Context: an optimization exercise on an open-source flow, tuned for small area. The choices shown serve that exercise and are no tape-out recipe. Only simulation tests tie the RTL to the original design; equivalence was not proved. Power figures rest on the tool's default switching activity, not on a simulated workload. The clock port is modelled as an ideal driver; clocking choices that lean on that would not hold on a real chip.

xenon:
// m24aa01_eeprom
module m24aa01_eeprom (
  input  logic clock,
  input  logic rst_n,
  input  logic a0,
  input  logic a1,
  input  logic a2,
  input  logic wp,
  input  logic scl_i,
  input  logic sda_i,
  output logic sda_oe,
  output logic busy
);
Settings: LEC_CHECK=0, CAP_MARGIN=20, CORE_MARGIN=2, CORE_UTILIZATION=70, CTS_BUF_LIST=sky130_fd_sc_hd__clkbuf_16, CTS_CLUSTER_DIAMETER=80, CTS_CLUSTER_SIZE=32, PLACE_DENSITY=0.8, SLEW_MARGIN=20; clock period 6.0 ns.
standard.sh (not shown) runs the stock make flow with config.mk's settings and CLKGATE_MAP_FILE= SYNTH_SCRIPT=/design/flow/synth_recipe.tcl, a recipe that flattens the netlist after the stock synthesis.
==> flow/flow/run.sh <==
#!/bin/bash
# The standard layout (the standard.sh), with clock tree synthesis run
# without dummy loads. Each tool's full log stays in orfs/logs/; the make
# output is kept in flow_make.log.
set -euo pipefail
export CTS_ARGS="-sink_clustering_enable -repair_clock_nets -dont_use_dummy_load -sink_clustering_size 34 -sink_clustering_max_diameter 80 -buf_list sky130_fd_sc_hd__clkbuf_16"
bash standard.sh finish > flow_make.log 2>&1
xenon | status: complete | timing, DRC, antenna: pass
Relative to xenon, the following input files were edited for raven:
==> flow/flow/run.sh <==
#!/bin/bash
# The standard layout (standard.sh) with two changes:
#  * synthesis runs flow/synth_area.tcl, the standard flow's synthesis script with ABC's
#    final mapping done by the area-oriented flow/abc_area.script;
#  * clock tree synthesis inserts no dummy loads.
# Each tool's full log is under orfs/logs/; make's output goes to
# flow_synth.log and flow_make.log in this folder.
set -euo pipefail
here=$(pwd)
export MY_ABC_SCRIPT="$here/flow/abc_area.script"
bash standard.sh "SYNTH_SCRIPT=$here/flow/synth_area.tcl" synth > flow_synth.log 2>&1
export CTS_ARGS="-sink_clustering_enable -repair_clock_nets -dont_use_dummy_load -sink_clustering_size 35 -sink_clustering_max_diameter 80 -buf_list sky130_fd_sc_hd__clkbuf_16"
bash standard.sh finish > flow_make.log 2>&1
==> flow/flow/abc_area.script (new file) <==
strash
balance
rewrite
refactor
balance
rewrite
rewrite -z
balance
refactor -z
rewrite -z
balance
dch
amap
topo
stime -c
==> flow/flow/synth_area.tcl (new file) <==
# The standard synthesis script (synth_recipe.tcl), except that the final
# ABC technology mapping uses the area-oriented script in $MY_ABC_SCRIPT in
# place of ORFS's speed script. Flip-flop mapping (dfflibmap) is unchanged,
# so the registers are those of the standard synthesis.
proc synth {args} { yosys synth -nofsm -noshare {*}$args }
proc abc {args} {
  set i [lsearch -exact $args -script]
  if {$i >= 0} { lset args [expr {$i + 1}] $::env(MY_ABC_SCRIPT) }
  yosys abc {*}$args
}
source $::env(SCRIPTS_DIR)/synth.tcl
# left out here: clear keep_hierarchy, flatten, clean up, hide names made inside functions, write 1_2_yosys.v
Notes after the runs:
- The headroom to the max-slew limit of raven exceeds that of xenon by 3.9 points.
- Count of clock-buffer cells in the layout, xenon and raven, lower one = raven.
- Comparing chip height for xenon and raven, the smaller number came from raven.
- Worst setup slack (raven over xenon): decrease, 0.61 ns
- Largest family of logic cells by synthesized area = simple AND/OR/NAND/NOR gates: xenon; largest family of logic cells by synthesized area = compound AO/OA/AOI/OAI gates: raven
For lagoon, these inputs were changed with respect to raven:
-- flow/flow/run.sh --
<<< raven, line 12
export CTS_ARGS="-sink_clustering_enable -repair_clock_nets -dont_use_dummy_load -sink_clustering_size 35 -sink_clustering_max_diameter 80 -buf_list sky130_fd_sc_hd__clkbuf_16"
>>> lagoon, line 12
export CTS_ARGS="-sink_clustering_enable -repair_clock_nets -dont_use_dummy_load -sink_clustering_size 34 -sink_clustering_max_diameter 80 -buf_list sky130_fd_sc_hd__clkbuf_16"
Notes after the runs:
Number of max-cap violations: lagoon vs raven identical
For multi-input gate area in the final layout, raven and lagoon come out practically identical.
From raven to lagoon the numbers moved as follows: cell count held, first-iteration DRC count shrank by 19%.
Relative area change from synthesis to final layout in lagoon is 0.17 points above raven.
What delta does differently from lagoon at the input level:
==> flow/run.sh (new file) <==
#!/bin/bash
# synth_recipe.tcl (not shown) runs the flow's synth.tcl, then flattens the netlist and writes it again
# the make line also repeats each setting of config.mk as NAME=value (left out here)
make -C /OpenROAD-flow-scripts/flow DESIGN_CONFIG=/design/flow/config.mk WORK_HOME=/design/flow/orfs CLKGATE_MAP_FILE= SYNTH_SCRIPT=/design/flow/synth_recipe.tcl finish
removed: flow/flow/run.sh
removed: flow/flow/abc_area.script
removed: flow/flow/synth_area.tcl
removed: flow/standard.sh
## What came out
- delta: PASS, flow complete, no timing, DRC or antenna violations
- On post-synth net total, the higher figure sits with delta, not lagoon.
- Depth of the worst register-to-register path down 2 in delta wrt lagoon
- delta vs. lagoon: first-pass GRT wire length now larger; design area increased by 860 um2 relative to the old numbers.
## Diff of input files: fjord against delta
==> flow/flow/run.sh (new file) <==
#!/bin/bash
# The standard layout (the standard.sh), with clock tree synthesis run
# without dummy loads. Each tool's full log stays in orfs/logs/; the make
# output is kept in flow_make.log.
set -euo pipefail
export CTS_ARGS="-sink_clustering_enable -repair_clock_nets -dont_use_dummy_load -sink_clustering_size 32 -sink_clustering_max_diameter 80 -buf_list sky130_fd_sc_hd__clkbuf_16"
bash standard.sh finish > flow_make.log 2>&1
==> flow/standard.sh (new file) <==
#!/bin/bash
# synth_recipe.tcl (not shown) runs the flow's synth.tcl, then flattens the netlist and writes it again
# the make line also repeats each setting of config.mk as NAME=value (left out here)
make -C /OpenROAD-flow-scripts/flow DESIGN_CONFIG=/design/flow/config.mk WORK_HOME=/design/flow/orfs CLKGATE_MAP_FILE= SYNTH_SCRIPT=/design/flow/synth_recipe.tcl "${@:-finish}"
removed: flow/run.sh
--- outcome ---
- delta ended up with dfrtp_1 as its cell with the largest stage delay on the worst path; fjord ended up with o22ai_1.
- Compared with delta, in fjord clock skew increased by 0.034 ns relative to the old numbers; first-pass iteration count of the detailed router increased by 1 relative to the old numbers; final critical delay including setup and external delays increased by 0.034 ns relative to the old numbers.
- There was hardly any difference in met1 track utilization from global routing between delta and fjord.
- Any difference in combinational power between delta and fjord is small enough to ignore.
- Compared with delta, in fjord setup slack now smaller; hold slack has decreased; timing-limited maximum frequency lower.
- Taking delta as the reference point, the proportion of power drawn by the clock network of fjord falls by 0.8 points.
- fjord — area overhead of the layout relative to synthesis 0.44 points lower, delta as reference

-- static timing again, ports no longer ideal --
How much do the figures lean on ideal ports? The routed layouts below were timed once more, with nothing changed but the port constraints. Step 1 assumes that a clkbuf_16 drives the clock port and a buf_2 every other input. Step 2, shift: input delay + t, output delay - t, t = (earliest + latest rising clock arrival at the registers) / 2. This alone moves slack from input paths to output paths. a / b / c = ideal ports / drivers / drivers and shift; a / b = the first two.
run	t, ns	setup WS [ns]	worst setup path after step 2	latest minus earliest clock arrival (ns)
xenon	0.623	2.829 / 2.829 / 2.829	register to register	0.068 / 0.067
raven	0.623	2.217 / 2.217 / 2.217	register to register	0.053 / 0.053
lagoon	0.629	2.266 / 2.266 / 2.266	register to register	0.072 / 0.071
delta	0.641	2.906 / 2.906 / 2.906	register to register	0.039 / 0.039
fjord	0.619	2.872 / 2.872 / 2.872	register to register	0.074 / 0.074
After both steps setup and hold are still met in every run listed.
